Context: an optimization exercise on an open-source flow, tuned for small area, a short achievable clock period and few clock cycles per item. The choices shown serve that exercise and are no tape-out recipe.
The RTL was checked by simulation tests, not by an equivalence proof against the original design.
No activity file was given, so power comes from the tool's default toggle rates.

<file path="design.v">
`default_nettype none
`timescale 1ns/1ps
package rs_pkg;
	typedef enum logic [2:0] {
		OP_ADD = 3'd0,
		OP_SUB = 3'd1,
		OP_SLL = 3'd2,
		OP_SLT = 3'd3,
		OP_XOR = 3'd4,
		OP_SR  = 3'd5,
		OP_OR  = 3'd6,
		OP_AND = 3'd7
	} alu_op_t;
endpackage
`default_nettype wire
`default_nettype none
`timescale 1ns/1ps
module reservation_station (
	input wire logic clk,
	input wire logic rst_n,
	input wire logic enable,
	input wire logic dispatched,
	input wire logic [5-1:0] q1_in,
	input wire logic [32-1:0] v1_in,
	input wire logic [5-1:0] q2_in,
	input wire logic [32-1:0] v2_in,
	input wire logic [2:0] alu_op_in,
	input wire logic alu_sign_in,
	input wire logic [5-1:0] reorder_buffer_tag_in,
	input wire logic cdb_active,
	input wire logic [5-1:0] cdb_tag,
	input wire logic [32-1:0] cdb_data,
	output logic [5-1:0] q1_out,
	output logic [32-1:0] v1_out,
	output logic [5-1:0] q2_out,
	output logic [32-1:0] v2_out,
	output logic [2:0] alu_op_out,
	output logic alu_sign_out,
	output logic [5-1:0] reorder_buffer_tag_out,
	output logic busy
);
	logic snoop1;
	logic snoop2;
	assign snoop1 = cdb_active && ((enable ? q1_in : q1_out) == cdb_tag);
	assign snoop2 = cdb_active && ((enable ? q2_in : q2_out) == cdb_tag);
	always_ff @(posedge clk or negedge rst_n) begin
		if (!rst_n)
			busy <= 1'b0;
		else if (enable)
			busy <= 1'b1;
		else if (dispatched)
			busy <= 1'b0;
	end
	always_ff @(posedge clk) begin
		if (snoop1) begin
			q1_out <= '0;
			v1_out <= cdb_data;
		end else if (enable) begin
			q1_out <= q1_in;
			v1_out <= v1_in;
		end
		if (snoop2) begin
			q2_out <= '0;
			v2_out <= cdb_data;
		end else if (enable) begin
			q2_out <= q2_in;
			v2_out <= v2_in;
		end
		if (enable) begin
			alu_op_out <= alu_op_in;
			alu_sign_out <= alu_sign_in;
			reorder_buffer_tag_out <= reorder_buffer_tag_in;
		end
	end
endmodule
`default_nettype wire
`default_nettype none
`timescale 1ns/1ps
module rs_dispatch_select (
	input wire logic issue_valid,
	input wire logic busy,
	input wire logic [5-1:0] q1,
	input wire logic [5-1:0] q2,
	input wire logic exec_accept,
	output logic enable,
	output logic dispatched,
	output logic full,
	output logic exec_valid
);
	assign exec_valid = busy && (q1 == '0) && (q2 == '0);
	assign dispatched = exec_valid && exec_accept;
	assign full = busy && !dispatched;
	assign enable = issue_valid;
endmodule
`default_nettype wire
`default_nettype none
`timescale 1ns/1ps
module alu_unit (
	input wire logic [32-1:0] a,
	input wire logic [32-1:0] b,
	input wire logic [2:0] op,
	input wire logic op_sign,
	output logic [32-1:0] result
);
	localparam int W = 32;
	logic inv_b;
	logic use_p;
	logic use_g;
	logic use_c;
	logic use_sll;
	logic use_sr;
	logic use_slt;
	logic [W-1:0] bx;
	logic [W-1:0] g0;
	logic [W-1:0] p0;
	logic [W-1:0] carry;
	logic cout;
	logic msb_sum;
	logic less_than;
	logic [5-1:0] shamt;
	logic [W-1:0] a_rev;
	logic [W-1:0] sh_in;
	logic fill;
	logic [W-1:0] sh_out;
	logic [W-1:0] sh_out_rev;
	assign inv_b = op[0];
	assign use_c = !op[2] && !op[1];
	assign use_p = (op == 3'b000) || (op == 3'b001) || (op == 3'b010) || (op == 3'b100);
	assign use_g = op[2] && !op[0];
	assign use_sr = (op == 3'b011);
	assign use_sll = (op == 3'b101);
	assign use_slt = (op == 3'b111);
	assign bx = b ^ {W{inv_b}};
	assign g0 = a & bx;
	assign p0 = a ^ bx;
	logic [7:0] gg [0:3];
	logic [7:0] gp [0:3];
	always_comb begin
		for (int k = 0; k < 8; k++) begin
			logic g;
			logic p;
			g = g0[4*k];
			p = p0[4*k];
			for (int j = 1; j < 4; j++) begin
				g = g0[4*k+j] | (p0[4*k+j] & g);
				p = p0[4*k+j] & p;
			end
			gg[0][k] = g;
			gp[0][k] = p;
		end
		gg[0][0] = gg[0][0] | (gp[0][0] & inv_b);
		for (int l = 0; l < 3; l++) begin
			gg[l+1] = gg[l];
			gp[l+1] = gp[l];
			for (int k = 0; k < 8; k++)
				if (((k >> l) & 1) == 1) begin
					gg[l+1][k] = gg[l][k] | (gp[l][k] & gg[l][((k >> l) << l) - 1]);
					gp[l+1][k] = gp[l][k] & gp[l][((k >> l) << l) - 1];
				end
		end
		for (int k = 0; k < 8; k++) begin
			logic c;
			c = (k == 0) ? inv_b : gg[3][k-1];
			for (int j = 0; j < 4; j++) begin
				carry[4*k+j] = c;
				c = g0[4*k+j] | (p0[4*k+j] & c);
			end
		end
	end
	assign cout = gg[3][7];
	assign msb_sum = p0[W-1] ^ carry[W-1];
	assign less_than = op_sign ? ((a[W-1] ^ b[W-1]) ? a[W-1] : msb_sum) : !cout;
	assign shamt = b[5-1:0];
	always_comb
		for (int i = 0; i < W; i++)
			a_rev[i] = a[W-1-i];
	assign sh_in = op[2] ? a_rev : a;
	assign fill = !op[2] && op_sign && a[W-1];
	assign sh_out = W'($signed({fill, sh_in}) >>> shamt);
	always_comb
		for (int i = 0; i < W; i++)
			sh_out_rev[i] = sh_out[W-1-i];
	always_comb begin
		result = ((p0 & {W{use_p}}) ^ ((g0 & {W{use_g}}) | (carry & {W{use_c}})))
			| (sh_out & {W{use_sr}}) | (sh_out_rev & {W{use_sll}});
		result[0] = result[0] | (less_than && use_slt);
	end
endmodule
`default_nettype wire
`default_nettype none
`timescale 1ns/1ps
module alu_cluster (
	input wire logic clk,
	input wire logic rst_n,
	input wire logic issue_valid,
	input wire logic [5-1:0] issue_q1,
	input wire logic [32-1:0] issue_v1,
	input wire logic [5-1:0] issue_q2,
	input wire logic [32-1:0] issue_v2,
	input wire rs_pkg::alu_op_t issue_op,
	input wire logic issue_sign,
	input wire logic [5-1:0] issue_rob_tag,
	output logic full,
	input wire logic ext_cdb_active,
	input wire logic [5-1:0] ext_cdb_tag,
	input wire logic [32-1:0] ext_cdb_data,
	output logic cdb_active,
	output logic [5-1:0] cdb_tag,
	output logic [32-1:0] cdb_data
);
	logic enable;
	logic dispatched;
	logic busy;
	logic [5-1:0] ent_q1;
	logic [5-1:0] ent_q2;
	logic [32-1:0] ent_v1;
	logic [32-1:0] ent_v2;
	logic [2:0] ent_op;
	logic ent_sign;
	logic [5-1:0] ent_rob_tag;
	logic exec_valid;
	logic exec_accept;
	logic [32-1:0] alu_result;
	logic res_valid;
	logic [5-1:0] res_tag;
	logic [32-1:0] res_data;
	logic [2:0] issue_op_enc;
	always_comb begin
		case (issue_op)
			rs_pkg::OP_ADD: issue_op_enc = 3'b000;
			rs_pkg::OP_SUB: issue_op_enc = 3'b001;
			rs_pkg::OP_SLL: issue_op_enc = 3'b101;
			rs_pkg::OP_SLT: issue_op_enc = 3'b111;
			rs_pkg::OP_XOR: issue_op_enc = 3'b010;
			rs_pkg::OP_SR:  issue_op_enc = 3'b011;
			rs_pkg::OP_OR:  issue_op_enc = 3'b100;
			default:        issue_op_enc = 3'b110;
		endcase
	end
	reservation_station entry_i (
		.clk                    (clk),
		.rst_n                  (rst_n),
		.enable                 (enable),
		.dispatched             (dispatched),
		.q1_in                  (issue_q1),
		.v1_in                  (issue_v1),
		.q2_in                  (issue_q2),
		.v2_in                  (issue_v2),
		.alu_op_in              (issue_op_enc),
		.alu_sign_in            (issue_sign),
		.reorder_buffer_tag_in  (issue_rob_tag),
		.cdb_active             (cdb_active),
		.cdb_tag                (cdb_tag),
		.cdb_data               (cdb_data),
		.q1_out                 (ent_q1),
		.v1_out                 (ent_v1),
		.q2_out                 (ent_q2),
		.v2_out                 (ent_v2),
		.alu_op_out             (ent_op),
		.alu_sign_out           (ent_sign),
		.reorder_buffer_tag_out (ent_rob_tag),
		.busy                   (busy)
	);
	rs_dispatch_select select_i (
		.issue_valid (issue_valid),
		.busy        (busy),
		.q1          (ent_q1),
		.q2          (ent_q2),
		.exec_accept (exec_accept),
		.enable      (enable),
		.dispatched  (dispatched),
		.full        (full),
		.exec_valid  (exec_valid)
	);
	alu_unit alu_i (
		.a       (ent_v1),
		.b       (ent_v2),
		.op      (ent_op),
		.op_sign (ent_sign),
		.result  (alu_result)
	);
	assign exec_accept = !res_valid || !ext_cdb_active;
	always_ff @(posedge clk or negedge rst_n) begin
		if (!rst_n)
			res_valid <= 1'b0;
		else if (exec_accept)
			res_valid <= exec_valid;
	end
	always_ff @(posedge clk) begin
		if (exec_accept) begin
			res_tag <= ent_rob_tag;
			res_data <= alu_result;
		end
	end
	assign cdb_active = ext_cdb_active || res_valid;
	assign cdb_tag = ext_cdb_active ? ext_cdb_tag : res_tag;
	assign cdb_data = ext_cdb_active ? ext_cdb_data : res_data;
endmodule
`default_nettype wire
</file>
<file path="flow/run.sh">
#!/bin/bash
# Standard ORFS layout, with plain buffers on the ports instead of the delay cells
# buffer_ports picks by default, and a clock tree without dummy balancing loads.
# Every tool's output goes to a log in this folder.
set -euo pipefail
export BUFFER_PORTS_ARGS="-buffer_cell sky130_fd_sc_hd__buf_1"
export CTS_ARGS="-sink_clustering_enable -repair_clock_nets -buf_list sky130_fd_sc_hd__clkbuf_8 -dont_use_dummy_load"
bash standard.sh finish > make_finish.log 2>&1
</file>
<file path="standard.sh">
#!/bin/bash
# synth_recipe.tcl (not shown) runs the flow's synth.tcl, then flattens the netlist and writes it again
# the make line also repeats each setting of config.mk as NAME=value (left out here)
make -C /OpenROAD-flow-scripts/flow DESIGN_CONFIG=/design/flow/config.mk WORK_HOME=/design/flow/orfs CLKGATE_MAP_FILE= SYNTH_SCRIPT=/design/flow/synth_recipe.tcl "${@:-finish}"
</file>
<file path="constraint.sdc">
create_clock -name core_clock -period 7.0 [get_ports {clk}]
set_input_delay 1.4000 -clock core_clock [delete_from_list [all_inputs] [get_ports {clk}]]
set_output_delay 1.4000 -clock core_clock [all_outputs]
set_load 0.01 [all_outputs]
</file>
<file path="config.mk">
export PLATFORM = sky130hd
export DESIGN_NAME = alu_cluster
export DESIGN_NICKNAME = alu_cluster
export VERILOG_FILES = /design/flow/design.v
export SDC_FILE = /design/flow/constraint.sdc
export NUM_CORES = 4
export LEC_CHECK = 0
export ABC_AREA = 1
export CAP_MARGIN = 20
export CORE_MARGIN = 2
export CORE_UTILIZATION = 55
export CTS_BUF_LIST = sky130_fd_sc_hd__clkbuf_8
export SETUP_SLACK_MARGIN = 3.6
export SLEW_MARGIN = 20
</file>
==> results of run 1 <==
power groups by stage:
| stage | Clock [mW] | Sequential [mW] | Combinational, mW |
|---|---|---|---|
| after floorplan | 0 | 0.977 | 0.643 |
| after global placement | 0 | 0.998 | 0.887 |
| after detailed placement | 0 | 1.00 | 0.892 |
| after CTS | 0.468 | 0.989 | 0.975 |
| after global routing | 0.494 | 1.01 | 1.17 |
| final | 0.466 | 1.00 | 1.07 |
worst max-delay path by stage:
stage,to,slack [ns],depth (start not counted)
3_3_place_gp,entry_i.v1_out[12],1.90,9
6_report,full,3.48,7
5_1_grt,full,3.45,7
3_5_place_dp,entry_i.v1_out[13],1.79,9
2_1_floorplan,full,3.36,5
4_1_cts,cdb_tag[1],3.41,6
state kept, by name, summed over array words and instances, names as in the netlist, 3 cells and up:
| register | flops |
|---|---|
| entry_i.v1_out | 32 |
| entry_i.v2_out | 32 |
| res_data | 32 |
| entry_i.q1_out | 5 |
| entry_i.q2_out | 5 |
| entry_i.reorder_buffer_tag_out | 5 |
| res_tag | 5 |
| entry_i.alu_op_out | 3 |
layout make-up:
type	instances	area share, %
Clock buffer	17	1.99
Inverter	99	3.44
Multi-Input combinational cell	1107	49.8
Sequential cell	122	30.2
Tap cell	225	2.39
Timing Repair Buffer	222	11.7
Timing Repair inverter	3	0.531
metal layers:
| metal | vias up | routed length, um | GRT usage, % |
|---|---|---|---|
| li1 | 4934 | - | - |
| met1 | 4591 | 14700 | 50.0 |
| met2 | 488 | 14500 | 52.1 |
| met3 | 73 | 2990 | 5.96 |
| met4 | 0 | 1360 | 14.1 |
| met5 | - | 0 | 0 |
cell families after synthesis:
group,after synthesis
buf+inv,176
fa+ha+maj,32
mux,21
compound gates,244
xor+xnor,54
flops,122
simple gates,753
layout by cell type, fill, tap and decap left out, drive strengths merged, types with 16 or more instances in the layout:
cell / synthesis / routed
o21ai: 141 / 141
nor2: 53 / 53
a21oi: 38 / 38
edfxtp: 110 / 110
mux2i: 21 / 21
nand3: 35 / 35
ha: 32 / 32
or2: 17 / 17
xor2: 44 / 44
buf: 38 / 208
a22oi: 16 / 16
clkbuf: 39 / 31
inv: 95 / 94
nand2: 623 / 626
what timing repair did:
item	CTS	global route
endpoints found under the setup margin	183	192
gates cloned	6	3
resized for setup	83	109
buffers inserted	27	19
pin swaps	16	15
==> metrics.csv, run 1 <==
metric;value;unit
grt_pass1_wl;48900;um
crit_fanout;5;
timing.rr.start;entry_i.v2_out[0];
finalCriticalPeriod;3.52;ns
instances_no_fill;1795;
finish.utilization;67.9;%
p_per_area;216;nW/um^2
root_buffer;clkbuf_8;
synth-simple-area-share;30.8;%
synth-xor-area-share;4.83;%
initial_utilization;56.4;%
finClkSkew;0.0438;ns
synth_largest_area_cell;edfxtp_1;
grt_pass1_vias;8961;
yosysSeqAreaShare;36.3;%
path_clk_slew;0.09;ns
async_reset_ff_share;1.64;%
cts_hold_buf;0;
grt_max_degree;53;
final_max_slew_viol_count;0;
max-slew-margin-rel;39.6;%
coreArea;17400;sq um
cts_max_level;4;
yosysMostFrequentCell;nand2_1;
viasPerCell;5.62;
synth_top_cell_area_share;33.7;%
drt_iter0_drc;1088;
pwr-share-clk;18.3;%
tightest_slew;0.905;ns
critPathCaptureType;output pin;
synth-seq-cells;122;
seqPwrFrac;39.4;%
hold_end;res_tag[1];
diodes;0;
p_comb_share;42.2;%
setup_viol;0;
fmax;284;MHz
clkLatencyLatePin;0.47;ns
grt_usage;34.8;%
max_stage_delay;0.16;ns
die_x;137;um
min_from;entry_i.reorder_buffer_tag_out[1];
numCtsBuffers;17;
dp_cells;1723;
synth-compound-area-share;14.3;%
hold_violations;0;
holdWs;0.426;ns
drive_gt1_share;14.3;%
post_synth_main_area_contributors;edfxtp_1, nand2_1, o21ai_0;
status;no timing/DRC/antenna violations;
crit_chain;clkbuf_16, buf_8, nand2_8, inv_4, o21ai_4, inv_1, buf_2;
gr-total-overflow;0;
critPathKind;input pin to output pin;
rsz0062_at_grt;yes;
cts.sinks;122;
fin_crit_sh;50.3;%
worstSetupStartpointType;input pin;
portBuffers;162;
preCtsSetupSlack;1.79;ns
drc_errors;0;
cts_tree;built;
cp.arrival;2.12;ns
hold_class;flop to flop;
yosys_warnings;5;
synth_edf_count;110;
p_leak;5.41;nW
gp_congestion;1.00;
r2r-end;res_data[10];
setup_tns;0;ns
muxShareOfSynthArea;2.15;%
rrSetupSlack;3.79;ns
ys.flop_type;edfxtp_1;
dr_total_vias;10086;
nets;1728;
setup.worst_path.start;ext_cdb_active;
cts.path.max_buffers;2;
synth.distinct_cells;49;
swShare;38.8;%
wirelength;33600;um
dieArea;18900;sq um
die_h;137;um
fillCellCount;1537;
synth_area_per_cell;6.99;sq um
rows;48;
cap_viol_max_count;0;
crit_slowest_cell;clkbuf_16;
area_growth;20.3;%
cp_num_buf_inv;5;
detail_route.wl_per_cell;18.7;um
post-dp-hpwl;22600;um
switching_power;0.987;mW
netlist_area;9790;sq um
multi_input_area;5870;sq um
first_pass_iters;5;
placed_area;10400;sq um
internal_power;1.55;mW
rr_worst_depth;10;
fin_area;11800;sq um
antenna_found_initial;0;
worst_slack;3.48;ns
finalPower;2.54;mW
synth_top_family_by_area;simple AND/OR/NAND/NOR gates;
ant_nets;0;
synth.cells.most_frequent;nand2_1, o21ai_0, edfxtp_1, inv_1, nor2_1;
irDropWorstVdd;0.130;mV
syn-num-nets;1558;
postSynthCellCount;1402;
regArea;3550;sq um
boundaryPins;163;
crit_required;5.60;ns
cp_top_family;buffers and inverters;
synthAdderAreaFrac;4.09;%
worstHoldPathCells;0;
Testbench counts, summed over its fixed seeds: cycles 5,241, items 3,200.
==> inputs of run 2 (changes only) <==
--- a/config.mk
+++ b/config.mk
@@ -10,5 +10,5 @@
 export CORE_MARGIN = 2
 export CORE_UTILIZATION = 55
 export CTS_BUF_LIST = sky130_fd_sc_hd__clkbuf_8
-export SETUP_SLACK_MARGIN = 3.6
+export SETUP_SLACK_MARGIN = 3.25
 export SLEW_MARGIN = 20
==> metrics.csv, run 2 <==
metric;value;unit
placed_area;10400;sq um
initial_utilization;56.4;%
crit_fanout;40;
p_per_area;221;nW/um^2
ant_nets;0;
first_pass_iters;6;
path_clk_slew;0.09;ns
synth.distinct_cells;49;
critPathKind;input pin to output pin;
area_growth;9.77;%
dr_total_vias;9687;
irDropWorstVdd;0.119;mV
setup_viol;0;
max_stage_delay;0.25;ns
synth_area_per_cell;6.99;sq um
yosysMostFrequentCell;nand2_1;
yosys_warnings;5;
rrSetupSlack;3.44;ns
root_buffer;clkbuf_8;
tightest_slew;1.02;ns
rsz0062_at_grt;yes;
wirelength;30300;um
portBuffers;162;
postSynthCellCount;1402;
crit_required;5.60;ns
status;no timing/DRC/antenna violations;
crit_slowest_cell;buf_12;
dp_cells;1726;
numCtsBuffers;17;
grt_pass1_vias;8672;
hold_end;res_tag[1];
fmax;266;MHz
coreArea;17400;sq um
cts_hold_buf;0;
finish.utilization;61.9;%
fin_crit_sh;53.6;%
rows;48;
pwr-share-clk;19.4;%
final_common_cell;nand2_1;
cts.sinks;122;
finalPower;2.37;mW
antenna_found_initial;0;
syn-num-nets;1558;
p_comb_share;38.8;%
async_reset_ff_share;1.64;%
nets;1678;
fillCellCount;1695;
netlist_area;9790;sq um
viasPerCell;5.55;
cts.path.max_buffers;2;
final_cell_mix;nand2_1, buf_1, o21ai_0;
finalCriticalPeriod;3.75;ns
synth-seq-cells;122;
grt_pass1_wl;46400;um
preCtsSetupSlack;2.45;ns
critPathCaptureType;output pin;
grt_max_degree;53;
path_common_cell;inv_1;
drive_gt1_share;4.74;%
synth.cells.most_frequent;nand2_1, o21ai_0, edfxtp_1, inv_1, nor2_1;
grt_usage;32.7;%
rr_worst_depth;23;
switching_power;0.920;mW
cp.arrival;2.35;ns
boundaryPins;163;
synth_edf_count;110;
min_from;entry_i.reorder_buffer_tag_out[1];
gr-total-overflow;0;
ys.flop_type;edfxtp_1;
detail_route.wl_per_cell;17.4;um
drt_iter0_drc;917;
die_x;137;um
clkLatencyLatePin;0.46;ns
r2r-end;res_data[31];
crit_chain;clkbuf_2, buf_12, nand2_8, inv_1, o21ai_1, inv_1, buf_1;
reg_top3;entry_i.v1_out x32, entry_i.v2_out x32, res_data x32;
instances_no_fill;1745;
drc_errors;0;
finClkSkew;0.0399;ns
p_leak;4.89;nW
gp_congestion;0.997;
dieArea;18900;sq um
cts_tree;built;
hold_violations;0;
fin_area;10800;sq um
timing.rr.start;entry_i.alu_op_out[0];
final_max_slew_viol_count;0;
worstHoldPathCells;0;
holdWs;0.427;ns
cts_max_level;4;
yosysSeqAreaShare;36.3;%
cap_viol_max_count;0;
worstSetupStartpointType;input pin;
setup_tns;0;ns
post-cts-setup-buffers;0;
worst_slack;3.25;ns
diodes;0;
multi_input_area;5560;sq um
die_h;137;um
synth_largest_area_cell;edfxtp_1;
internal_power;1.45;mW
post-dp-hpwl;22600;um
synth_top_cell_area_share;33.7;%
seqPwrFrac;41.8;%
swShare;38.8;%
post_synth_main_area_contributors;edfxtp_1, nand2_1, o21ai_0;
regArea;3550;sq um
hold_class;flop to flop;
max-slew-margin-rel;31.5;%
[run 2: what timing repair did]
item	4_1_cts	5_1_grt
gates cloned	0	1
endpoints found under the setup margin	137	59
pin swaps	1	1
resized for setup	8	4
[run 2: how the worst max path moves through the flow]
stage                              start           endpoint  slack, ns  cells past startpoint
final                     ext_cdb_active               full       3.25                      7
after global routing      ext_cdb_active               full       3.15                      7
after CTS                 ext_cdb_active               full       3.07                      7
after detailed placement     issue_valid  entry_i.q2_out[1]       2.45                      9
after global placement       issue_valid  entry_i.q2_out[1]       2.57                      9
after floorplan           ext_cdb_active  entry_i.v2_out[0]       3.34                      9
[run 2: metal layers]
layer	vias up	GRT usage, %	wire length, um
li1	4829	-	-
met1	4378	49.1	14100
met2	435	48.3	13000
met3	45	6.25	2570
met4	0	8.59	605
met5	-	0	0
[run 2: critical path: cells and delay by family]
kind	cells	cell delay, ns
AO/OA/AOI/OAI	1	0.08
buffers and inverters	5	0.68
AND/OR/NAND/NOR	1	0.18
[run 2: cell families after synthesis]
group	Yosys count	synth area share [%]
and+or+nand+nor	753	30.8
AOI/OAI and AO/OA	244	14.3
adders and majority gates	32	4.09
muxes	21	2.15
buffers and inverters	176	7.54
xor gates and xnor gates	54	4.83
DFF	122	36.3
[run 2: layout make-up]
cell class                 count  share of cell area (%)
clock buffer                  17                    2.18
inverter                      99                    3.53
multi-input combinational   1105                    51.7
sequential                   122                    33.1
tap                          225                    2.62
timing repair buffer         177                    6.91
[run 2: power by group through the flow]
stage / clock network, mW / registers, mW / logic [mW]
after floorplan: 0 / 0.977 / 0.643
after global placement: 0 / 1.00 / 0.887
after detailed placement: 0 / 1.01 / 0.888
after CTS: 0.467 / 0.992 / 0.897
after global routing: 0.498 / 1.00 / 1.03
final: 0.461 / 0.991 / 0.920
==> inputs of run 3 (changes only) <==
--- a/config.mk
+++ b/config.mk
@@ -8,7 +8,7 @@
 export ABC_AREA = 1
 export CAP_MARGIN = 20
 export CORE_MARGIN = 2
-export CORE_UTILIZATION = 55
+export CORE_UTILIZATION = 50
 export CTS_BUF_LIST = sky130_fd_sc_hd__clkbuf_8
-export SETUP_SLACK_MARGIN = 3.25
+export SETUP_SLACK_MARGIN = 3.35
 export SLEW_MARGIN = 20
==> metrics.csv, run 3 <==
metric;value;unit
grt_usage;30.4;%
synth_largest_area_cell;edfxtp_1;
worstHoldPathCells;0;
p_leak;4.96;nW
final_cell_mix;nand2_1, buf_1, o21ai_0;
boundaryPins;163;
tightest_slew;0.920;ns
fillCellCount;1984;
post-dp-hpwl;22900;um
finalCriticalPeriod;3.62;ns
drt_iter0_drc;965;
cts.sinks;122;
max_stage_delay;0.30;ns
setup_tns;0;ns
cp_num_buf_inv;4;
viasPerCell;5.37;
wirelength;31400;um
yosysMostFrequentCell;nand2_1;
clkLatencyLatePin;0.46;ns
hold_class;flop to flop;
cts_max_level;4;
grt_max_degree;44;
area_growth;11.7;%
postSynthCellCount;1402;
ant_nets;0;
synth_top_cell_area_share;33.7;%
synth.cells.most_frequent;nand2_1, o21ai_0, edfxtp_1, inv_1, nor2_1;
grt_pass1_vias;8433;
final_max_slew_viol_count;0;
syn-num-nets;1558;
drive_gt1_share;5.37;%
fin_crit_sh;51.7;%
finalPower;2.39;mW
critPathKind;input pin to output pin;
reg_top3;entry_i.v1_out x32, entry_i.v2_out x32, res_data x32;
rr_worst_depth;21;
coreArea;19300;sq um
dieArea;20700;sq um
cts.path.max_buffers;2;
fmax;276;MHz
first_pass_iters;6;
drc_errors;0;
yosysSeqAreaShare;36.3;%
gr-total-overflow;0;
gp_congestion;0.954;
synth_edf_count;110;
max-slew-margin-rel;38.6;%
synth.distinct_cells;49;
path_clk_slew;0.08;ns
status;no timing/DRC/antenna violations;
async_reset_ff_share;1.64;%
diodes;0;
ys.flop_type;edfxtp_1;
synth_area_per_cell;6.99;sq um
crit_slowest_cell;or2_2;
nets;1684;
numCtsBuffers;17;
cap_viol_max_count;0;
p_per_area;218;nW/um^2
die_x;144;um
die_h;144;um
irDropWorstVdd;0.124;mV
rows;51;
path_depth;6;
synth-seq-cells;122;
cp_top_family;buffers and inverters;
crit_chain;clkbuf_16, inv_16, or2_2, o21ai_4, inv_1, buf_1;
netlist_area;9790;sq um
rsz0062_at_grt;yes;
crit_required;5.60;ns
finClkSkew;0.0370;ns
grt_pass1_wl;46900;um
final_common_cell;nand2_1;
crit_fanout;37;
detail_route.wl_per_cell;17.5;um
initial_utilization;50.7;%
cp.arrival;2.22;ns
root_buffer;clkbuf_8;
post_synth_main_area_contributors;edfxtp_1, nand2_1, o21ai_0;
antenna_found_initial;0;
worstSetupStartpointType;input pin;
hold_violations;0;
portBuffers;162;
dr_total_vias;9620;
setup_viol;0;
cts_tree;built;
critPathCaptureType;output pin;
yosys_warnings;5;
run 3: cell types whose count changed in the layout (fill, tap and decap cells not counted), sizes merged:
cell / change
buf: +2
clkbuf: +3
nand2: +1
run 3: final timing paths:
| check | start | slack (ns) | endpoint |
|---|---|---|---|
| worst max-delay path | ext_cdb_active | 3.38 | cdb_tag[3] |
| worst min-delay path | entry_i.reorder_buffer_tag_out[1] | 0.43 | res_tag[1] |
| worst max register to register | entry_i.alu_op_out[0] | 3.65 | res_data[31] |
| worst min register to register | entry_i.reorder_buffer_tag_out[1] | 0.43 | res_tag[1] |
| max in group asynchronous | rst_n | 6.16 | res_valid |
| min in group asynchronous | rst_n | 0.71 | entry_i.busy |
run 3: per-layer routing:
metal / up-vias / share of wire [%] / GRT usage, %
li1: 4844 / - / -
met1: 4378 / 48 / 46.2
met2: 366 / 43 / 44.6
met3: 32 / 7.1 / 4.57
met4: 0 / 1.9 / 8.98
met5: - / 0 / 0
run 3: kinds of logic after synthesis:
group / synth area share, %
xor gates and xnor gates: 4.83
adders and majority gates: 4.09
buffers and inverters: 7.54
DFF: 36.3
and+or+nand+nor: 30.8
muxes: 2.15
AOI/OAI and AO/OA: 14.3
run 3: power breakdown:
part           total [mW]  internal [mW]  switching [mW]
Combinational       0.932          0.313           0.620
Sequential          0.990          0.933          0.0570
Clock               0.465          0.212           0.253
run 3: metrics by stage:
stage	worst slack, ns	cell area [sq um]	hold slack (ns)	utilization (%)	std cells
final	3.38	10900	0.434	56.6	1791
after global routing	3.34	10900	0.439	56.6	1791
after CTS	3.32	10900	0.427	56.2	1786
after detailed placement	2.75	10500	0.415	54.3	1766
after global placement	2.78	10500	0.408	54.3	1766
after floorplan	3.36	9800	0.400	-	1402
run 3: timing repair:
item,CTS,global route
cloned,3,0
endpoints found under the setup margin,76,123
pin swaps,1,0
hold buffers,0,0
resized for setup,17,12
setup buffers,0,5
run 3: layout make-up:
class / count / area [sq um] / area share [%]
Multi-Input combinational cell: 1106 / 5600 / 51.2
Sequential cell: 122 / 3550 / 32.5
Inverter: 99 / 392 / 3.58
Tap cell: 265 / 332 / 3.03
Clock buffer: 17 / 234 / 2.14
Timing Repair Buffer: 182 / 831 / 7.59
==> inputs of run 4 (changes only) <==
--- a/config.mk
+++ b/config.mk
@@ -8,7 +8,8 @@
 export ABC_AREA = 1
 export CAP_MARGIN = 20
 export CORE_MARGIN = 2
-export CORE_UTILIZATION = 50
+export CORE_UTILIZATION = 55
 export CTS_BUF_LIST = sky130_fd_sc_hd__clkbuf_8
+export PLACE_DENSITY = 0.7
 export SETUP_SLACK_MARGIN = 3.35
 export SLEW_MARGIN = 20
==> metrics.csv, run 4 <==
metric;value;unit
syn-num-nets;1558;
tightest_slew;0.891;ns
p_leak;5.17;nW
gr-total-overflow;0;
rr_worst_depth;24;
boundaryPins;163;
yosys_warnings;5;
antenna_found_initial;0;
worstHoldPathCells;0;
ant_nets;0;
dr_total_vias;9957;
fillCellCount;1632;
synth_top_cell_area_share;33.7;%
synth.cells.most_frequent;nand2_1, o21ai_0, edfxtp_1, inv_1, nor2_1;
multi_input_area;5650;sq um
status;no timing/DRC/antenna violations;
gp_congestion;1.01;
die_h;137;um
clkLatencyLatePin;0.45;ns
yosysMostFrequentCell;nand2_1;
wirelength;32300;um
cts_max_level;4;
die_x;137;um
first_pass_iters;6;
rsz0062_at_grt;yes;
path_clk_slew;0.08;ns
postSynthCellCount;1402;
cts.sinks;122;
cts.path.max_buffers;2;
instances_no_fill;1771;
setup_viol;0;
max-slew-margin-rel;40.6;%
nets;1704;
numCtsBuffers;17;
grt_usage;33.9;%
final_common_cell;nand2_1;
async_reset_ff_share;1.64;%
regArea;3550;sq um
setup_tns;0;ns
netlist_area;9790;sq um
drt_iter0_drc;1109;
synth-seq-cells;122;
cap_viol_max_count;0;
fmax;271;MHz
cts_tree;built;
placed_area;10500;sq um
cts_hold_buf;0;
area_growth;14.5;%
reg_top3;entry_i.v1_out x32, entry_i.v2_out x32, res_data x32;
synth_largest_area_cell;edfxtp_1;
drc_errors;0;
irDropWorstVdd;0.133;mV
holdWs;0.426;ns
coreArea;17400;sq um
portBuffers;162;
dp_cells;1727;
finish.utilization;64.6;%
diodes;0;
synth_edf_count;110;
finalCriticalPeriod;3.68;ns
ys.flop_type;edfxtp_1;
drive_gt1_share;9.18;%
root_buffer;clkbuf_8;
crit_required;5.60;ns
p_per_area;217;nW/um^2
rows;48;
viasPerCell;5.62;
detail_route.wl_per_cell;18.2;um
yosysSeqAreaShare;36.3;%
finClkSkew;0.0346;ns
worstSetupStartpointType;input pin;
hold_violations;0;
synth_area_per_cell;6.99;sq um
critPathCaptureType;output pin;
grt_pass1_wl;47600;um
critPathKind;input pin to output pin;
initial_utilization;56.4;%
fin_area;11200;sq um
crit_fanout;6;
grt_pass1_vias;8814;
cp.arrival;2.28;ns
dieArea;18900;sq um
synth.distinct_cells;49;
post-dp-hpwl;23100;um
post_synth_main_area_contributors;edfxtp_1, nand2_1, o21ai_0;
hold_class;flop to flop;
grt_max_degree;53;
final_cell_mix;nand2_1, buf_1, o21ai_0;
final_max_slew_viol_count;0;
fin_crit_sh;52.6;%
-- run 4: cell counts after synthesis --
No cell type changed its count.
-- run 4: cells by family (layout without fill, tap and decap cells) --
family	after synthesis	after routing	synth area share, %
AO/OA/AOI/OAI	244	244	14.3
multiplexers	21	21	2.15
adder cells (fa/ha/maj)	32	32	4.09
flip-flops	122	122	36.3
AND/OR/NAND/NOR	753	755	30.8
buffers and inverters	176	318	7.54
XOR/XNOR	54	54	4.83
-- run 4: metrics by stage --
step / power [mW] / setup WS (ns)
finish: 2.43 / 3.32
global route: 2.57 / 3.29
CTS: 2.39 / 3.29
detailed placement: 1.90 / 1.99
global placement: 1.89 / 2.09
floorplan: 1.62 / 3.36
-- run 4: what timing repair did --
action                                  CTS  global route
endpoints found under the setup margin  171            42
pin swaps                                 4             4
gates resized for setup                  42            34
buffers inserted                         13             9
cloned                                    4             1
-- run 4: worst paths after layout --
kind / end / slack (ns) / from
worst max-delay path: cdb_tag[4] / 3.32 / ext_cdb_active
worst min-delay path: res_tag[2] / 0.43 / entry_i.reorder_buffer_tag_out[2]
worst max register to register: res_data[31] / 3.73 / entry_i.alu_op_out[0]
worst min register to register: res_tag[2] / 0.43 / entry_i.reorder_buffer_tag_out[2]
max in group asynchronous: entry_i.busy / 6.14 / rst_n
min in group asynchronous: res_valid / 0.73 / rst_n
-- run 4: cell type report --
class / instances / share of cell area (%)
Clock buffer: 17 / 2.09
Inverter: 99 / 3.49
Multi-Input combinational cell: 1106 / 50.4
Sequential cell: 122 / 31.7
Tap cell: 225 / 2.51
Timing Repair Buffer: 201 / 9.78
Timing Repair inverter: 1 / 0.100
-- run 4: worst max-delay path, stage by stage --
cell,delay (ns)
clkbuf_16,0.13
buf_16,0.16
inv_16,0.05
or2_1,0.24
o21ai_4,0.08
inv_2,0.07
clkbuf_2,0.13
-- run 4: metal layers --
| metal | up-vias | global-route usage, % | part of all wire (%) |
|---|---|---|---|
| li1 | 4898 | - | - |
| met1 | 4540 | 47.6 | 43 |
| met2 | 474 | 50.9 | 44 |
| met3 | 45 | 9.71 | 11 |
| met4 | 0 | 10.0 | 2.4 |
| met5 | - | 0 | 0 |
-- run 4: power breakdown --
| group | switching [mW] | leakage (nW) | internal (mW) |
|---|---|---|---|
| registers | 0.0563 | 1.23 | 0.933 |
| clock network | 0.243 | 0.122 | 0.212 |
| logic | 0.640 | 3.82 | 0.348 |
| total | 0.939 | 5.17 | 1.49 |
==> inputs of run 5 (changes only) <==
--- a/config.mk
+++ b/config.mk
@@ -10,6 +10,5 @@
 export CORE_MARGIN = 2
 export CORE_UTILIZATION = 55
 export CTS_BUF_LIST = sky130_fd_sc_hd__clkbuf_8
-export PLACE_DENSITY = 0.7
-export SETUP_SLACK_MARGIN = 3.35
+export SETUP_SLACK_MARGIN = 3.42
 export SLEW_MARGIN = 20
==> metrics.csv, run 5 <==
metric;value;unit
setup_viol;0;
rows;48;
final_max_slew_viol_count;0;
diodes;0;
cts_tree;built;
p_comb_share;39.1;%
swShare;39.1;%
rr_worst_depth;23;
irDropWorstVdd;0.123;mV
holdWs;0.418;ns
post_synth_main_area_contributors;edfxtp_1, nand2_1, o21ai_0;
viasPerCell;5.62;
fmax;277;MHz
dieArea;18900;sq um
die_h;137;um
cts.sinks;122;
ant_nets;0;
finalPower;2.39;mW
detail_route.wl_per_cell;18.3;um
yosys_warnings;5;
hold_class;flop to flop;
coreArea;17400;sq um
drc_errors;0;
path_clk_slew;0.06;ns
cap_viol_max_count;0;
grt_usage;33.9;%
p_per_area;220;nW/um^2
root_buffer;clkbuf_8;
initial_utilization;56.4;%
portBuffers;162;
cts.path.max_buffers;2;
dp_cells;1723;
final_cell_mix;nand2_1, buf_1, o21ai_0;
instances_no_fill;1751;
placed_area;10400;sq um
regArea;3550;sq um
fin_area;10900;sq um
critPathCaptureType;output pin;
internal_power;1.46;mW
hold_violations;0;
boundaryPins;163;
syn-num-nets;1558;
async_reset_ff_share;1.64;%
worst_slack;3.38;ns
gp_congestion;1.00;
synth_top_cell_area_share;33.7;%
cts_hold_buf;0;
setup_tns;0;ns
synth_largest_area_cell;edfxtp_1;
wirelength;32100;um
status;no timing/DRC/antenna violations;
crit_required;5.60;ns
numCtsBuffers;17;
tightest_slew;0.786;ns
synth_area_per_cell;6.99;sq um
preCtsSetupSlack;1.80;ns
grt_pass1_wl;47600;um
drt_iter0_drc;1130;
worstSetupStartpointType;input pin;
seqPwrFrac;41.5;%
yosysSeqAreaShare;36.3;%
nets;1684;
synth.cells.most_frequent;nand2_1, o21ai_0, edfxtp_1, inv_1, nor2_1;
grt_pass1_vias;8573;
finClkSkew;0.0396;ns
fillCellCount;1635;
gr-total-overflow;0;
fin_crit_sh;51.7;%
antenna_found_initial;0;
multi_input_area;5590;sq um
netlist_area;9790;sq um
synth-seq-cells;122;
dr_total_vias;9844;
final_common_cell;nand2_1;
clkLatencyLatePin;0.46;ns
finalCriticalPeriod;3.62;ns
drive_gt1_share;5.57;%
synth_edf_count;110;
reg_top3;entry_i.v1_out x32, entry_i.v2_out x32, res_data x32;
rsz0062_at_grt;yes;
first_pass_iters;6;
area_growth;11.0;%
pwr-share-clk;19.4;%
yosysMostFrequentCell;nand2_1;
crit_fanout;37;
postSynthCellCount;1402;
max-slew-margin-rel;47.5;%
cp.arrival;2.22;ns
finish.utilization;62.6;%
critPathKind;input pin to output pin;
die_x;137;um
cts_max_level;4;
switching_power;0.933;mW
post-dp-hpwl;23000;um
worstHoldPathCells;0;
ys.flop_type;edfxtp_1;
p_leak;4.92;nW
grt_max_degree;53;
synth.distinct_cells;49;
-- run 5: cell count changes in the layout (fill, tap and decap cells not counted), sizes merged --
cell      before  now
inv           96   93
bufbuf         2    0
clkinv         4    3
clkinvlp       0    5
clkbuf        30   23
buf          186  175
nand2        625  624
-- run 5: layout make-up --
type,count,share of cell area [%]
multi-input cells,1105,51.4
repair inverters,2,0.115
flip-flops and latches,122,32.7
repair buffers,181,7.37
well taps,225,2.59
inverters,99,3.68
clock buffers,17,2.15
-- run 5: logic make-up after synthesis --
| group | share of synthesized area [%] |
|---|---|
| AOI/OAI and AO/OA | 14.3 |
| adders and majority gates | 4.09 |
| xor gates and xnor gates | 4.83 |
| and+or+nand+nor | 30.8 |
| DFF | 36.3 |
| buffers and inverters | 7.54 |
| muxes | 2.15 |
-- run 5: final timing paths --
| check | start | to | slack (ns) |
|---|---|---|---|
| min in group asynchronous | rst_n | entry_i.busy | 0.73 |
| hold / removal | entry_i.reorder_buffer_tag_out[0] | res_tag[0] | 0.42 |
| setup reg to reg | entry_i.alu_op_out[0] | res_data[31] | 3.64 |
| hold reg to reg | entry_i.reorder_buffer_tag_out[0] | res_tag[0] | 0.42 |
| setup / recovery | ext_cdb_active | cdb_tag[1] | 3.38 |
| max in group asynchronous | rst_n | res_valid | 6.15 |
-- run 5: layer usage --
| metal | wire [um] | GRT usage (%) | vias to the layer above |
|---|---|---|---|
| met5 | 0 | 0 | - |
| met4 | 580 | 8.65 | 0 |
| met3 | 3360 | 8.20 | 33 |
| met2 | 14000 | 50.8 | 498 |
| met1 | 14200 | 49.3 | 4465 |
| li1 | - | - | 4848 |
-- run 5: what timing repair did --
action	4_1_cts	5_1_grt
setup buffers	3	3
resized for setup	12	15
cloned	3	2
pin swaps	1	1
hold endpoints to repair	0	0
setup endpoints to repair	194	80
-- run 5: power groups by stage --
stage	Combinational (mW)	Sequential [mW]	Clock [mW]
floorplan	0.643	0.977	0
global placement	0.884	1.01	0
detailed placement	0.886	1.01	0
CTS	0.903	0.994	0.467
global route	1.03	1.00	0.494
finish	0.934	0.993	0.463
-- run 5: worst max-delay path, cell delays in order --
cell and delay, ns:
clkbuf_16 0.14, inv_12 0.07, or2_2 0.31, o21ai_4 0.08, inv_2 0.06, clkbuf_2 0.14
==> inputs of run 6 (changes only) <==
--- a/config.mk
+++ b/config.mk
@@ -10,5 +10,6 @@
 export CORE_MARGIN = 2
 export CORE_UTILIZATION = 55
 export CTS_BUF_LIST = sky130_fd_sc_hd__clkbuf_8
-export SETUP_SLACK_MARGIN = 3.42
+export SETUP_SLACK_MARGIN = 3.35
 export SLEW_MARGIN = 20
+export TNS_END_PERCENT = 20
==> metrics.csv, run 6 <==
metric;value;unit
status;no timing/DRC/antenna violations;
cts.path.max_buffers;2;
hold_violations;0;
synth_largest_area_cell;edfxtp_1;
gr-total-overflow;0;
yosysSeqAreaShare;36.3;%
netlist_area;9790;sq um
initial_utilization;56.4;%
async_reset_ff_share;1.64;%
max-slew-margin-rel;27.3;%
finalCriticalPeriod;3.66;ns
area_growth;10.1;%
finClkSkew;0.0402;ns
placed_area;10400;sq um
root_buffer;clkbuf_8;
synth.distinct_cells;49;
yosysMostFrequentCell;nand2_1;
holdWs;0.416;ns
grt_pass1_wl;47600;um
p_per_area;221;nW/um^2
ys.flop_type;edfxtp_1;
drc_errors;0;
wirelength;31600;um
cp.arrival;2.26;ns
p_leak;4.90;nW
diodes;0;
post-dp-hpwl;23000;um
worstSetupStartpointType;input pin;
synth_area_per_cell;6.99;sq um
gp_congestion;1.00;
rsz0062_at_grt;yes;
final_max_slew_viol_count;0;
grt_pass1_vias;8575;
dp_cells;1723;
fillCellCount;1645;
finalPower;2.38;mW
tightest_slew;1.08;ns
dieArea;18900;sq um
die_x;137;um
grt_usage;33.9;%
crit_fanout;37;
grt_max_degree;53;
hold_class;flop to flop;
drt_iter0_drc;1037;
viasPerCell;5.59;
instances_no_fill;1746;
postSynthCellCount;1402;
setup_tns;0;ns
synth.cells.most_frequent;nand2_1, o21ai_0, edfxtp_1, inv_1, nor2_1;
reg_top3;entry_i.v1_out x32, entry_i.v2_out x32, res_data x32;
fin_area;10800;sq um
synth_edf_count;110;
portBuffers;162;
multi_input_area;5560;sq um
setup_viol;0;
numCtsBuffers;17;
final_common_cell;nand2_1;
fmax;273;MHz
syn-num-nets;1558;
boundaryPins;163;
path_clk_slew;0.06;ns
detail_route.wl_per_cell;18.1;um
cts.sinks;122;
clkLatencyLatePin;0.46;ns
die_h;137;um
final_cell_mix;nand2_1, buf_1, o21ai_0;
critPathCaptureType;output pin;
use_met1;49.3;%
cts_hold_buf;0;
nets;1679;
regArea;3550;sq um
cts_tree;built;
busiest_layer;met2;
first_pass_iters;8;
cts_max_level;4;
coreArea;17400;sq um
yosys_warnings;5;
irDropWorstVdd;0.122;mV
dr_total_vias;9758;
cap_viol_max_count;0;
use_met2;50.8;%
antenna_found_initial;0;
synth-seq-cells;122;
fin_crit_sh;52.3;%
drive_gt1_share;4.80;%
grt_use_met3;8.20;%
critPathKind;input pin to output pin;
crit_required;5.60;ns
ant_nets;0;
synth_top_cell_area_share;33.7;%
rows;48;
post_synth_main_area_contributors;edfxtp_1, nand2_1, o21ai_0;
run 6: power breakdown:
part           internal (mW)  switching, mW
Clock                  0.213          0.252
Combinational          0.306          0.615
Sequential             0.933         0.0617
run 6: cell families (layout without fill, tap and decap cells):
kind of cell / count (synthesis) / after routing / synth area share [%]
XOR/XNOR: 54 / 54 / 4.83
AO/OA/AOI/OAI: 244 / 244 / 14.3
adder cells (fa/ha/maj): 32 / 32 / 4.09
flip-flops: 122 / 122 / 36.3
buffers and inverters: 176 / 294 / 7.54
multiplexers: 21 / 21 / 2.15
AND/OR/NAND/NOR: 753 / 754 / 30.8
run 6: worst paths after layout:
path / endpoint / slack [ns] / cells after the start / start
worst max-delay path: cdb_tag[1] / 3.34 / 6 / ext_cdb_active
worst min-delay path: res_tag[0] / 0.42 / 0 / entry_i.reorder_buffer_tag_out[0]
worst max register to register: res_data[0] / 3.41 / 10 / entry_i.alu_op_out[2]
worst min register to register: res_tag[0] / 0.42 / 0 / entry_i.reorder_buffer_tag_out[0]
max in group asynchronous: res_valid / 6.15 / 1 / rst_n
min in group asynchronous: entry_i.busy / 0.73 / 1 / rst_n
run 6: routing by layer:
metal,vias to the layer above,share of wire (%)
met1,4401,45
met2,484,43
met3,32,10
li1,4841,-
met4,0,1.8
met5,-,0
run 6: repair_timing:
item | CTS | global route
pin swaps | 1 | 0
buffers inserted | 3 | 0
gates cloned | 3 | 0
setup endpoints to repair | 184 | 76
resized for setup | 8 | 5
run 6: final cells by class:
cell class                      instances  share of cell area, %
Inverter                               99                   3.61
Timing Repair Buffer                  178                   7.07
Tap cell                              225                   2.61
Multi-Input combinational cell       1105                   51.6
Clock buffer                           17                   2.17
Sequential cell                       122                   33.0
run 6: critical path: stages:
cell and delay (ns):
clkbuf_16 0.14, inv_12 0.08, or2_2 0.29, o21ai_2 0.09, inv_1 0.09, buf_1 0.15
run 6: per-stage QoR:
step                      util, %  setup slack [ns]
after floorplan                 -              3.36
after global placement       60.1              1.87
after detailed placement     60.1              1.80
after CTS                    62.0              3.35
after global routing         62.1              3.29
final                        62.1              3.34
==> inputs of run 7 (changes only) <==
--- a/config.mk
+++ b/config.mk
@@ -12,4 +12,3 @@
 export CTS_BUF_LIST = sky130_fd_sc_hd__clkbuf_8
 export SETUP_SLACK_MARGIN = 3.35
 export SLEW_MARGIN = 20
-export TNS_END_PERCENT = 20
==> metrics.csv, run 7 <==
metric;value;unit
drc_errors;0;
fin_crit_sh;51.7;%
irDropWorstVdd;0.123;mV
synth-xor-area-share;4.83;%
r2r-end;res_data[2];
grt_pass1_vias;8575;
yosysSeqAreaShare;36.3;%
drt_iter0_drc;1058;
max-slew-margin-rel;30.5;%
yosys_warnings;5;
hold_class;flop to flop;
multi_input_area;5580;sq um
syn-num-nets;1558;
wirelength;31800;um
crit_slowest_cell;or2_2;
rsz0062_at_grt;yes;
post-dp-hpwl;23000;um
boundaryPins;163;
die_h;137;um
cap_viol_max_count;0;
cts_tree;built;
synth_area_per_cell;6.99;sq um
synth-compound-area-share;14.3;%
p_leak;4.92;nW
fillCellCount;1643;
dp_cells;1723;
first_pass_iters;6;
placed_area;10400;sq um
setup_tns;0;ns
cp_num_buf_inv;4;
timing.rr.start;entry_i.alu_op_out[2];
finalCriticalPeriod;3.62;ns
synth_largest_area_cell;edfxtp_1;
final_cell_mix;nand2_1, buf_1, o21ai_0;
cts.sinks;122;
muxShareOfSynthArea;2.15;%
dieArea;18900;sq um
diodes;0;
path_clk_slew;0.06;ns
synth-seq-cells;122;
cts_hold_buf;0;
p_per_area;220;nW/um^2
setup_viol;0;
reg_top3;entry_i.v1_out x32, entry_i.v2_out x32, res_data x32;
rr_worst_depth;7;
worstSetupStartpointType;input pin;
instances_no_fill;1747;
max_stage_delay;0.31;ns
tightest_slew;1.04;ns
hold_violations;0;
grt_pass1_wl;47600;um
area_growth;10.5;%
nets;1680;
cp_top_family;buffers and inverters;
portBuffers;162;
initial_utilization;56.4;%
synthAdderAreaFrac;4.09;%
regArea;3550;sq um
synth.cells.most_frequent;nand2_1, o21ai_0, edfxtp_1, inv_1, nor2_1;
rrSetupSlack;3.49;ns
ant_nets;0;
synth-simple-area-share;30.8;%
crit_chain;clkbuf_16, inv_12, or2_2, o21ai_4, inv_2, clkbuf_2;
fmax;276;MHz
yosysMostFrequentCell;nand2_1;
grt_usage;33.9;%
gp_congestion;1.00;
viasPerCell;5.62;
setup.worst_path.start;ext_cdb_active;
status;no timing/DRC/antenna violations;
root_buffer;clkbuf_8;
preCtsSetupSlack;1.80;ns
critPathCaptureType;output pin;
synth_top_family_by_area;simple AND/OR/NAND/NOR gates;
fin_area;10800;sq um
ys.flop_type;edfxtp_1;
critPathKind;input pin to output pin;
drive_gt1_share;5.19;%
postSynthCellCount;1402;
die_x;137;um
numCtsBuffers;17;
post_synth_main_area_contributors;edfxtp_1, nand2_1, o21ai_0;
async_reset_ff_share;1.64;%
crit_required;5.60;ns
antenna_found_initial;0;
synth_edf_count;110;
cts_max_level;4;
finClkSkew;0.0453;ns
grt_max_degree;53;
final_max_slew_viol_count;0;
rows;48;
cp.arrival;2.22;ns
crit_fanout;37;
path_depth;6;
detail_route.wl_per_cell;18.2;um
cts.path.max_buffers;2;
clkLatencyLatePin;0.46;ns
synth_top_cell_area_share;33.7;%
worst_slack;3.38;ns
dr_total_vias;9824;
critPathCapture;cdb_tag[1];
netlist_area;9790;sq um
final_common_cell;nand2_1;
synth.distinct_cells;49;
coreArea;17400;sq um
gr-total-overflow;0;
## run 7: cell counts after synthesis
Identical to the previous run, type by type.
## run 7: kinds of logic after synthesis
kind of cell / after synthesis
xor+xnor: 54
mux: 21
flops: 122
compound gates: 244
fa+ha+maj: 32
buf+inv: 176
simple gates: 753
## run 7: worst register-to-register path: stages (launching register included)
cell	delay, ns
edfxtp_1	0.32
buf_4	0.45
inv_2	0.35
nor2_2	0.86
inv_1	0.58
o21ai_0	0.37
xor2_1	0.10
nand3b_1	0.19
## run 7: stage by stage
stage / utilization [%] / hold slack, ns / power (mW)
after floorplan: - / 0.400 / 1.62
after global placement: 60.1 / 0.403 / 1.89
after detailed placement: 60.1 / 0.406 / 1.90
after CTS: 62.0 / 0.416 / 2.36
after global routing: 62.3 / 0.416 / 2.52
final: 62.3 / 0.418 / 2.39
## run 7: report_power, final
part	total [mW]	switching [mW]	internal, mW
logic	0.926	0.618	0.308
clock network	0.465	0.252	0.213
registers	0.995	0.0617	0.933
## run 7: layout make-up
class | instances | share of cell area [%]
Sequential cell | 122 | 32.8
Multi-Input combinational cell | 1105 | 51.6
Inverter | 99 | 3.63
Tap cell | 225 | 2.60
Clock buffer | 17 | 2.16
Timing Repair Buffer | 179 | 7.17
## run 7: layer usage
metal	share of wire (%)	GRT usage, %	vias up
li1	-	-	4842
met1	45	49.3	4482
met2	43	50.8	463
met3	9.9	8.20	37
met4	1.9	8.65	0
met5	0	0	-
## run 7: repair_timing
action | 4_1_cts | 5_1_grt
buffers inserted | 3 | 1
gates resized for setup | 8 | 15
endpoints found under the hold margin | 0 | 0
pin swaps | 1 | 0
cloned | 3 | 0
setup endpoints to repair | 184 | 76
## run 7: worst min-delay path by stage
| stage | to | cells past startpoint | from |
|---|---|---|---|
| after detailed placement | res_tag[4] | 0 | entry_i.reorder_buffer_tag_out[4] |
| after global routing | res_tag[0] | 0 | entry_i.reorder_buffer_tag_out[0] |
| after floorplan | res_tag[0] | 0 | entry_i.reorder_buffer_tag_out[0] |
| after CTS | res_tag[0] | 0 | entry_i.reorder_buffer_tag_out[0] |
| after global placement | res_tag[3] | 0 | entry_i.reorder_buffer_tag_out[3] |
| final | res_tag[0] | 0 | entry_i.reorder_buffer_tag_out[0] |
==> inputs of run 8 (changes only) <==
--- a/config.mk
+++ b/config.mk
@@ -10,5 +10,6 @@
 export CORE_MARGIN = 2
 export CORE_UTILIZATION = 55
 export CTS_BUF_LIST = sky130_fd_sc_hd__clkbuf_8
+export GPL_ROUTABILITY_DRIVEN = 0
 export SETUP_SLACK_MARGIN = 3.35
 export SLEW_MARGIN = 20
==> metrics.csv, run 8 <==
metric;value;unit
status;no timing/DRC/antenna violations;
drive_gt1_share;5.18;%
cp_num_buf_inv;5;
synth_edf_count;110;
crit_fanout;21;
worstHoldPathCells;0;
die_h;137;um
crit_required;5.60;ns
crit_chain;buf_8, buf_12, nand2_8, inv_1, o21ai_1, inv_1, buf_1;
hold_end;res_tag[1];
hold_violations;0;
worstSetupStartpointType;input pin;
root_buffer;clkbuf_8;
clkLatencyLatePin;0.45;ns
synth-seq-cells;122;
hold_class;flop to flop;
worst_slack;3.35;ns
yosysSeqAreaShare;36.3;%
postSynthCellCount;1402;
finalCriticalPeriod;3.65;ns
ys.flop_type;edfxtp_1;
grt_pass1_vias;8661;
boundaryPins;163;
synth_top_cell_area_share;33.7;%
yosysMostFrequentCell;nand2_1;
coreArea;17400;sq um
drt_iter0_drc;1030;
critPathCaptureType;output pin;
setup_tns;0;ns
wirelength;31000;um
numCtsBuffers;17;
reg_top3;entry_i.v1_out x32, entry_i.v2_out x32, res_data x32;
nets;1683;
antenna_found_initial;0;
synth_largest_area_cell;edfxtp_1;
synth-simple-area-share;30.8;%
gr-total-overflow;0;
muxShareOfSynthArea;2.15;%
critPathKind;input pin to output pin;
irDropWorstVdd;0.120;mV
netlist_area;9790;sq um
setup_viol;0;
grt_max_degree;53;
finClkSkew;0.0371;ns
cp.arrival;2.25;ns
r2r-end;res_data[31];
cts.path.max_buffers;2;
synthAdderAreaFrac;4.09;%
dieArea;18900;sq um
grt_usage;32.4;%
synth.distinct_cells;49;
rows;48;
yosys_warnings;5;
tightest_slew;0.927;ns
cap_viol_max_count;0;
path_depth;7;
final_common_cell;nand2_1;
cp_top_family;buffers and inverters;
path_clk_slew;0.08;ns
path_common_cell;inv_1;
cts.sinks;122;
dr_total_vias;9768;
synth-xor-area-share;4.83;%
async_reset_ff_share;1.64;%
detail_route.wl_per_cell;17.7;um
final_cell_mix;nand2_1, buf_1, o21ai_0;
synth-compound-area-share;14.3;%
preCtsSetupSlack;2.12;ns
post-dp-hpwl;22000;um
min_from;entry_i.reorder_buffer_tag_out[1];
rsz0062_at_grt;yes;
synth_area_per_cell;6.99;sq um
portBuffers;162;
initial_utilization;56.4;%
crit_slowest_cell;o21ai_1;
die_x;137;um
timing.rr.start;entry_i.alu_op_out[0];
first_pass_iters;6;
rr_worst_depth;23;
ant_nets;0;
synth_top_family_by_area;simple AND/OR/NAND/NOR gates;
viasPerCell;5.58;
post_synth_main_area_contributors;edfxtp_1, nand2_1, o21ai_0;
area_growth;10.9;%
final_max_slew_viol_count;0;
finalPower;2.38;mW
fin_crit_sh;52.2;%
cts_max_level;4;
cts_tree;built;
p_leak;4.93;nW
fmax;274;MHz
p_per_area;219;nW/um^2
max_stage_delay;0.18;ns
max-slew-margin-rel;38.1;%
drc_errors;0;
diodes;0;
syn-num-nets;1558;
finish.utilization;62.6;%
synth.cells.most_frequent;nand2_1, o21ai_0, edfxtp_1, inv_1, nor2_1;
rrSetupSlack;3.68;ns
grt_pass1_wl;46100;um
-- run 8: layout make-up --
class	count	area (sq um)
Tap cell	225	282
Timing Repair inverter	1	8.76
Sequential cell	122	3550
Multi-Input combinational cell	1107	5620
Fill cell	1663	6490
Inverter	99	395
Timing Repair Buffer	179	777
Clock buffer	17	234
-- run 8: kinds of logic after synthesis --
group	after synthesis
AO/OA/AOI/OAI	244
XOR/XNOR	54
adder cells (fa/ha/maj)	32
buffers and inverters	176
flip-flops	122
multiplexers	21
AND/OR/NAND/NOR	753
-- run 8: worst reg2reg max path: stages, from the launching register on --
cell      delay (ns)
edfxtp_1        0.35
buf_4           0.36
xor2_1          0.33
ha_1            0.34
nand2_1         0.08
nand2_1         0.04
nand2_1         0.05
nand2_1         0.04
nand2_1         0.07
nand2_1         0.05
a21oi_1         0.22
nand2_4         0.12
nand2_1         0.08
nand2_1         0.08
nand2_1         0.11
nand2_1         0.07
nand2_1         0.06
nand2_1         0.07
nand2_1         0.08
nand2_1         0.07
nand2_1         0.08
o21ai_0         0.09
o21ai_1         0.10
nand3b_1        0.11
-- run 8: worst max path at each step --
stage / startpoint / to / slack, ns
floorplan: ext_cdb_active / full / 3.36
global placement: ext_cdb_active / entry_i.v2_out[13] / 2.20
detailed placement: ext_cdb_active / entry_i.v2_out[13] / 2.12
CTS: ext_cdb_active / full / 3.05
global route: ext_cdb_active / full / 3.27
finish: ext_cdb_active / full / 3.35
-- run 8: metal layers --
layer	vias to the layer above	track usage (%)	wire (um)
li1	4858	-	-
met3	62	8.39	3200
met2	500	46.5	13200
met5	-	0	0
met1	4348	46.7	13600
met4	0	12.0	1010
-- run 8: timing repair --
item | in CTS | in global routing
gates cloned | 1 | 4
hold buffers | 0 | 0
resized for setup | 12 | 13
pin swaps | 2 | 1
setup endpoints to repair | 142 | 101
buffers inserted | 1 | 2
-- run 8: per-stage QoR --
stage               std cells  instance area, sq um  hold WS [ns]
finish                   1750                 10900         0.426
global route             1750                 10900         0.437
CTS                      1744                 10800         0.430
detailed placement       1725                 10400         0.410
global placement         1725                 10400         0.404
floorplan                1402                  9800         0.400
-- run 8: power by group --
| part | internal (mW) | switching, mW |
|---|---|---|
| sequential | 0.933 | 0.0567 |
| clock | 0.213 | 0.245 |
| combinational | 0.309 | 0.619 |
| total | 1.46 | 0.921 |
==> inputs of run 9 (changes only) <==
==> flow/run.sh (replaced) <==
#!/bin/bash
# Standard ORFS layout, with plain buffers on the ports instead of the delay cells
# buffer_ports picks by default, and a clock tree without dummy balancing loads.
# Every tool's output goes to a log in this folder.
set -euo pipefail
export BUFFER_PORTS_ARGS="-buffer_cell sky130_fd_sc_hd__buf_1"
export CTS_ARGS='-sink_clustering_enable -repair_clock_nets -buf_list {sky130_fd_sc_hd__clkbuf_4 sky130_fd_sc_hd__clkbuf_8} -dont_use_dummy_load'
bash standard.sh finish > make_finish.log 2>&1
--- a/config.mk
+++ b/config.mk
@@ -9,7 +9,5 @@
 export CAP_MARGIN = 20
 export CORE_MARGIN = 2
 export CORE_UTILIZATION = 55
-export CTS_BUF_LIST = sky130_fd_sc_hd__clkbuf_8
-export GPL_ROUTABILITY_DRIVEN = 0
 export SETUP_SLACK_MARGIN = 3.35
 export SLEW_MARGIN = 20
==> metrics.csv, run 9 <==
metric;value;unit
status;no timing/DRC/antenna violations;
reg_top3;entry_i.v1_out x32, entry_i.v2_out x32, res_data x32;
yosysMostFrequentCell;nand2_1;
synth_largest_area_cell;edfxtp_1;
synth_area_per_cell;6.99;sq um
yosysSeqAreaShare;36.3;%
finalPower;2.39;mW
grt_usage;33.9;%
instances_no_fill;1747;
first_pass_iters;6;
cts_max_level;4;
grt_max_degree;53;
cts.path.max_buffers;2;
dr_total_vias;9824;
root_buffer;clkbuf_8;
fillCellCount;1643;
worstHoldPathCells;0;
tightest_slew;1.04;ns
finalCriticalPeriod;3.62;ns
gr-total-overflow;0;
rr_worst_depth;7;
viasPerCell;5.62;
synth_top_cell_area_share;33.7;%
nets;1680;
fin_crit_sh;51.7;%
die_h;137;um
area_growth;10.5;%
cp.arrival;2.22;ns
diodes;0;
dieArea;18900;sq um
cts_tree;built;
hold_end;res_tag[0];
p_leak;4.92;nW
coreArea;17400;sq um
worst_slack;3.38;ns
crit_fanout;37;
dp_cells;1723;
min_from;entry_i.reorder_buffer_tag_out[0];
yosys_warnings;5;
cts_hold_buf;0;
critPathKind;input pin to output pin;
final_max_slew_viol_count;0;
wirelength;31800;um
gp_congestion;1.00;
synth_edf_count;110;
syn-num-nets;1558;
synth.cells.most_frequent;nand2_1, o21ai_0, edfxtp_1, inv_1, nor2_1;
irDropWorstVdd;0.123;mV
crit_required;5.60;ns
r2r-end;res_data[2];
setup_tns;0;ns
grt_pass1_vias;8575;
numCtsBuffers;17;
die_x;137;um
timing.rr.start;entry_i.alu_op_out[2];
drive_gt1_share;5.19;%
fmax;276;MHz
worstSetupStartpointType;input pin;
initial_utilization;56.4;%
postSynthCellCount;1402;
post-dp-hpwl;23000;um
clkLatencyLatePin;0.46;ns
synth.distinct_cells;49;
hold_class;flop to flop;
path_clk_slew;0.06;ns
final_cell_mix;nand2_1, buf_1, o21ai_0;
final_common_cell;nand2_1;
grt_pass1_wl;47600;um
boundaryPins;163;
async_reset_ff_share;1.64;%
rsz0062_at_grt;yes;
synth-seq-cells;122;
preCtsSetupSlack;1.80;ns
ys.flop_type;edfxtp_1;
setup_viol;0;
critPathCaptureType;output pin;
finClkSkew;0.0453;ns
antenna_found_initial;0;
cts.sinks;122;
p_per_area;220;nW/um^2
hold_violations;0;
detail_route.wl_per_cell;18.2;um
max-slew-margin-rel;30.5;%
portBuffers;162;
ant_nets;0;
netlist_area;9790;sq um
rrSetupSlack;3.49;ns
rows;48;
drc_errors;0;
cap_viol_max_count;0;
drt_iter0_drc;1058;
post_synth_main_area_contributors;edfxtp_1, nand2_1, o21ai_0;
## run 9: cell counts after synthesis
No cell type changed its count.
## run 9: per-layer routing
layer / share of wire (%) / vias up / GRT usage [%] / wire [um]
met1: 45 / 4482 / 49.3 / 14200
li1: - / 4842 / - / -
met4: 1.9 / 0 / 8.65 / 616
met5: 0 / - / 0 / 0
met2: 43 / 463 / 50.8 / 13800
met3: 9.9 / 37 / 8.20 / 3140
## run 9: final cells by class
class,instances,area (sq um),area share (%)
clock buffers,17,234,2.16
flip-flops and latches,122,3550,32.8
well taps,225,282,2.60
inverters,99,393,3.63
multi-input cells,1105,5580,51.6
repair buffers,179,776,7.17
## run 9: where the power goes
group / leakage (nW) / internal, mW / total, mW / switching (mW)
clock: 0.122 / 0.213 / 0.465 / 0.252
combinational: 3.57 / 0.308 / 0.926 / 0.618
sequential: 1.23 / 0.933 / 0.995 / 0.0617
## run 9: cells by family after synthesis
logic type	count (synthesis)	share of synthesized area [%]
buffers and inverters	176	7.54
multiplexers	21	2.15
adder cells (fa/ha/maj)	32	4.09
flip-flops	122	36.3
XOR/XNOR	54	4.83
AND/OR/NAND/NOR	753	30.8
AO/OA/AOI/OAI	244	14.3
## run 9: worst max-delay path by stage
stage | startpoint | to | slack [ns]
2_1_floorplan | ext_cdb_active | full | 3.36
3_3_place_gp | ext_cdb_active | entry_i.q2_out[1] | 1.87
3_5_place_dp | ext_cdb_active | entry_i.q2_out[1] | 1.80
4_1_cts | ext_cdb_active | cdb_tag[1] | 3.35
5_1_grt | entry_i.v2_out[0] | res_data[27] | 3.31
6_report | ext_cdb_active | cdb_tag[1] | 3.38
## run 9: worst max-delay path: stages
cell       delay (ns)
clkbuf_16        0.14
inv_12           0.08
or2_2            0.31
o21ai_4          0.08
inv_2            0.06
clkbuf_2         0.14
## run 9: what timing repair did
action,CTS,global route
endpoints found under the setup margin,184,76
pin swaps,1,0
setup buffers,3,1
cloned,3,0
gates resized for setup,8,15
## run 9: metrics by stage
stage | instance area, sq um | utilization (%) | hold slack, ns
after CTS | 10800 | 62.0 | 0.416
after detailed placement | 10400 | 60.1 | 0.406
after global placement | 10400 | 60.1 | 0.403
after global routing | 10800 | 62.3 | 0.416
final | 10800 | 62.3 | 0.418
after floorplan | 9800 | - | 0.400

static timing again, ports no longer ideal:
The flow's constraints put no driver on any port. The routed layouts listed below were extracted and timed again, unchanged, in two steps. Step 1: set_driving_cell puts a clkbuf_16 on clk and a buf_2 on each other input, an assumption about the parent block. Step 2 times the ports against the registers' clock, not the clock port: input delays grow and output delays shrink by t, the midpoint of the rising clock arrivals with the driver on. Three values: no drivers, after step 1, after step 2; two values: the first two.
| run | t, ns | slack for setup (ns) | worst setup path after step 2 | worst register clock-pin slew, ns | cell pins on the clock port's net |
|---|---|---|---|---|---|
| run 1 | 0.492 | 3.478 / 3.275 / 3.154 | input to register | 0.09 / 0.09 | 1 |
| run 2 | 0.481 | 3.247 / 3.225 / 2.991 | input to register | 0.09 / 0.09 | 1 |
| run 3 | 0.488 | 3.382 / 3.326 / 3.106 | input to register | 0.08 / 0.08 | 1 |
| run 4 | 0.472 | 3.316 / 3.264 / 3.112 | input to register | 0.08 / 0.08 | 1 |
| run 5 | 0.477 | 3.383 / 3.223 / 3.085 | input to register | 0.09 / 0.09 | 1 |
| run 6 | 0.477 | 3.341 / 3.174 / 3.018 | input to register | 0.09 / 0.09 | 1 |
| run 7 | 0.479 | 3.380 / 3.218 / 3.010 | input to register | 0.10 / 0.10 | 1 |
| run 8 | 0.475 | 3.347 / 3.297 / 2.977 | input to register | 0.08 / 0.08 | 1 |
| run 9 | 0.479 | 3.380 / 3.218 / 3.010 | input to register | 0.10 / 0.10 | 1 |
After both steps setup and hold are still met in every run listed.
